From an optimization exercise on the open Yosys and OpenROAD flow, aimed at small area; shortcuts taken in it are not production practice.
The RTL was checked by simulation tests, not by an equivalence proof against the original design.
No activity file was given, so power comes from the tool's default toggle rates. No driver is modelled on the clock port, so clocking that relies on it looks cheaper here than on a real chip.

Setup of exp/quartz:
==> flow/design.v (excerpt) <==
module molecule_scheduler #(
  parameter int  SLICE_W    = 256,
  parameter int  NUM_SLICES = 4,
  parameter int  TIMEOUT    = 1024,
  localparam int IDX_W      = $clog2(NUM_SLICES),
  localparam int TMR_W      = $clog2(TIMEOUT)
) (
  input  logic                          clk,
  input  logic                          reset,
  input  logic [SLICE_W*NUM_SLICES-1:0] global_challenges,
  input  logic                          challenge_valid,
  input  logic [NUM_SLICES-1:0]         slice_mask,
  output logic                          challenge_ready,
  output logic [SLICE_W-1:0]            current_molecule,
  output logic                          molecule_valid,
  input  logic                          molecule_ready,
  input  logic                          analysis_done,
  output logic [IDX_W-1:0]              slice_index,
  output logic                          batch_busy,
  output logic                          batch_done,
  output logic [NUM_SLICES-1:0]         timeout_flags
);
Size in the first run: about 3,300 cells after synthesis, roughly 1,100 flip-flops, ~1,300 I/O pins, ~37,000 um2 of cells after synthesis.
clock: 5.0 ns
lec_check: 0
cap_margin: 20
core_area: 4 4 258 258
die_area: 0 0 262 262
place_density: 0.72
slew_margin: 20
standard.sh (not shown) runs the stock make flow with config.mk's settings and CLKGATE_MAP_FILE= SYNTH_SCRIPT=/design/flow/synth_recipe.tcl, a recipe that flattens the netlist after the stock synthesis.
==> flow/flow/run.sh <==
#!/bin/bash
set -euo pipefail
bash standard.sh \
  "BUFFER_PORTS_ARGS=-buffer_cell sky130_fd_sc_hd__buf_1" \
  "PLACE_PINS_ARGS=-min_distance 1 -min_distance_in_tracks -corner_avoidance 6" \
  "CTS_ARGS=-sink_clustering_enable -repair_clock_nets -sink_clustering_size 30 -sink_clustering_max_diameter 100 -dont_use_dummy_load" \
  finish > make_finish.log 2>&1
## Diff of input files: exp/fjord against exp/quartz
- CORE_AREA now 4 4 250 250, was 4 4 258 258
- DIE_AREA now 0 0 254 254, was 0 0 262 262
- CTS_CLUSTER_SIZE now 25, previously not set
- PLACE_DENSITY now 0.75, was 0.72
- CTS_CLUSTER_DIAMETER now 60, previously not set
==> flow/flow/run.sh <==
#!/bin/bash
set -euo pipefail
bash standard.sh \
  "BUFFER_PORTS_ARGS=-buffer_cell sky130_fd_sc_hd__buf_1" \
  "PLACE_PINS_ARGS=-min_distance 1 -min_distance_in_tracks -corner_avoidance 6" \
  finish > make_finish.log 2>&1
[summary]
Going from exp/quartz to exp/fjord, logic gate share of total power went down by 1.8 points, power went up by about 4%, summed area of non-filler cells in the final layout went up by 1.7%, global-route wire length before repair went up by about 2.2%.
In the tables for exp/quartz and exp/fjord, clock power share reads higher with exp/fjord.
As far as sequential-to-total area share from yosys stat goes, exp/quartz and exp/fjord are indistinguishable; the numbers are identical.
On via count, the higher figure sits with exp/fjord, not exp/quartz.
Delta (exp/fjord minus exp/quartz): floorplan die area has decreased; worst hold margin has decreased.
> inputs changed (exp/fjord -> exp/indigo)
- a change of DIE_AREA from 0 0 254 254 to 0 0 262 262
- a change of CORE_AREA from 4 4 250 250 to 4 4 258 258
- a change of PLACE_DENSITY from 0.75 to 0.72
==> summary.txt <==
| first-iteration DRC count | exp/indigo vs exp/fjord | 15% lower |. Per the comparison of exp/indigo with exp/fjord, combined global-route utilization of all metal layers saw a decrease, clock skew saw an increase, tightest hold margin saw an increase. Looking at exp/fjord and exp/indigo, the fraction of area in clock buffers and inverters is a wash. Power of exp/indigo is on par with exp/fjord. exp/fjord -> exp/indigo: switching power share of the total flat. exp/fjord ended up with current_molecule[130] as its endpoint of the most critical setup path; exp/indigo ended up with current_molecule[22]. Compared to exp/fjord, exp/indigo has via density per instance 0.17 lower.

== P ==
molecule_scheduler, a different RTL version from the one above (not shown whole).
Size in the first run: about 2,300 cells after synthesis, ~1,000 flip-flops, about 38,000 um2 of cells after synthesis.
export LEC_CHECK = 0
export ABC_AREA = 1
export CAP_MARGIN = 20
export CORE_AREA = 4 4 276 276
export DIE_AREA = 0 0 280 280
export SLEW_MARGIN = 20
create_clock -name core_clock -period 5.0 [get_ports {clk}]
==> flow/flow/run.sh <==
#!/bin/bash
set -euo pipefail
bash standard.sh "BUFFER_PORTS_ARGS=-buffer_cell sky130_fd_sc_hd__buf_1" finish > make_finish.log 2>&1
P did not finish: a tool error stopped it during I/O pin placement.
Changes in Q relative to P:
# P
export LEC_CHECK = 0
export ABC_AREA = 1
export CAP_MARGIN = 20
export CORE_AREA = 4 4 276 276
export DIE_AREA = 0 0 280 280
export SLEW_MARGIN = 20
create_clock -name core_clock -period 5.0 [get_ports {clk}]
# Q
export LEC_CHECK = 0
export CAP_MARGIN = 20
export CORE_AREA = 5 5 475 475
export DIE_AREA = 0 0 480 480
export SLEW_MARGIN = 20
create_clock -name core_clock -period 5.0 [get_ports {clk}]
==> flow/run.sh (new file) <==
#!/bin/bash
# synth_recipe.tcl (not shown) runs the flow's synth.tcl, then flattens the netlist and writes it again
# the make line also repeats each setting of config.mk as NAME=value (left out here)
make -C /OpenROAD-flow-scripts/flow DESIGN_CONFIG=/design/flow/config.mk WORK_HOME=/design/flow/orfs CLKGATE_MAP_FILE= SYNTH_SCRIPT=/design/flow/synth_recipe.tcl finish
removed: flow/flow/run.sh
removed: flow/standard.sh
- The flow did not stop early for Q: all stages ran, and the layout cleared the timing, DRC and antenna checks.
- | xor-xnor portion of the synthesized cell area | P vs Q | ≈ equal |
- Fraction of the mapped netlist area in simple logic gates for Q: 7.6 points down relative to P
- Between P and Q, the flow reports net count after synthesis decreasing by a little under 10%.
- Of the two candidates, P has the better combined area of all synthesized cells and Q the worse one.
- Standard-cell row count was higher in the run labelled Q.

separate check: timing with driven ports:
Ports are ideal in the flow. The routed layouts listed here were re-timed in OpenROAD.
Step 1 sets driving cells, clkbuf_16 on the clock port and buf_2 on the other inputs (assumed; they add their load-dependent delay and slew).
Step 2 times the ports against the registers' clock, not the clock port: input delays grow and output delays shrink by t, the midpoint of the rising clock arrivals with the driver on.
a / b / c = ideal / step 1 / step 2; a / b = the first two.
run | t (ns) | setup slack, ns | worst hold slack (ns) | latest minus earliest clock arrival (ns)
exp/quartz | 0.647 | 1.228 / 1.159 / 1.806 | 0.319 / 0.341 / 0.457 | 0.081 / 0.081
exp/fjord | 0.711 | 1.047 / 0.981 / 1.692 | 0.265 / 0.283 / 0.447 | 0.023 / 0.024
exp/indigo | 0.712 | 1.228 / 1.161 / 1.873 | 0.298 / 0.323 / 0.453 | 0.045 / 0.045
Q | 0.814 | 0.247 / 0.174 / 0.987 | 0.455 / 0.455 / 0.455 | 0.047 / 0.047
After both steps setup and hold are still met in every run listed.
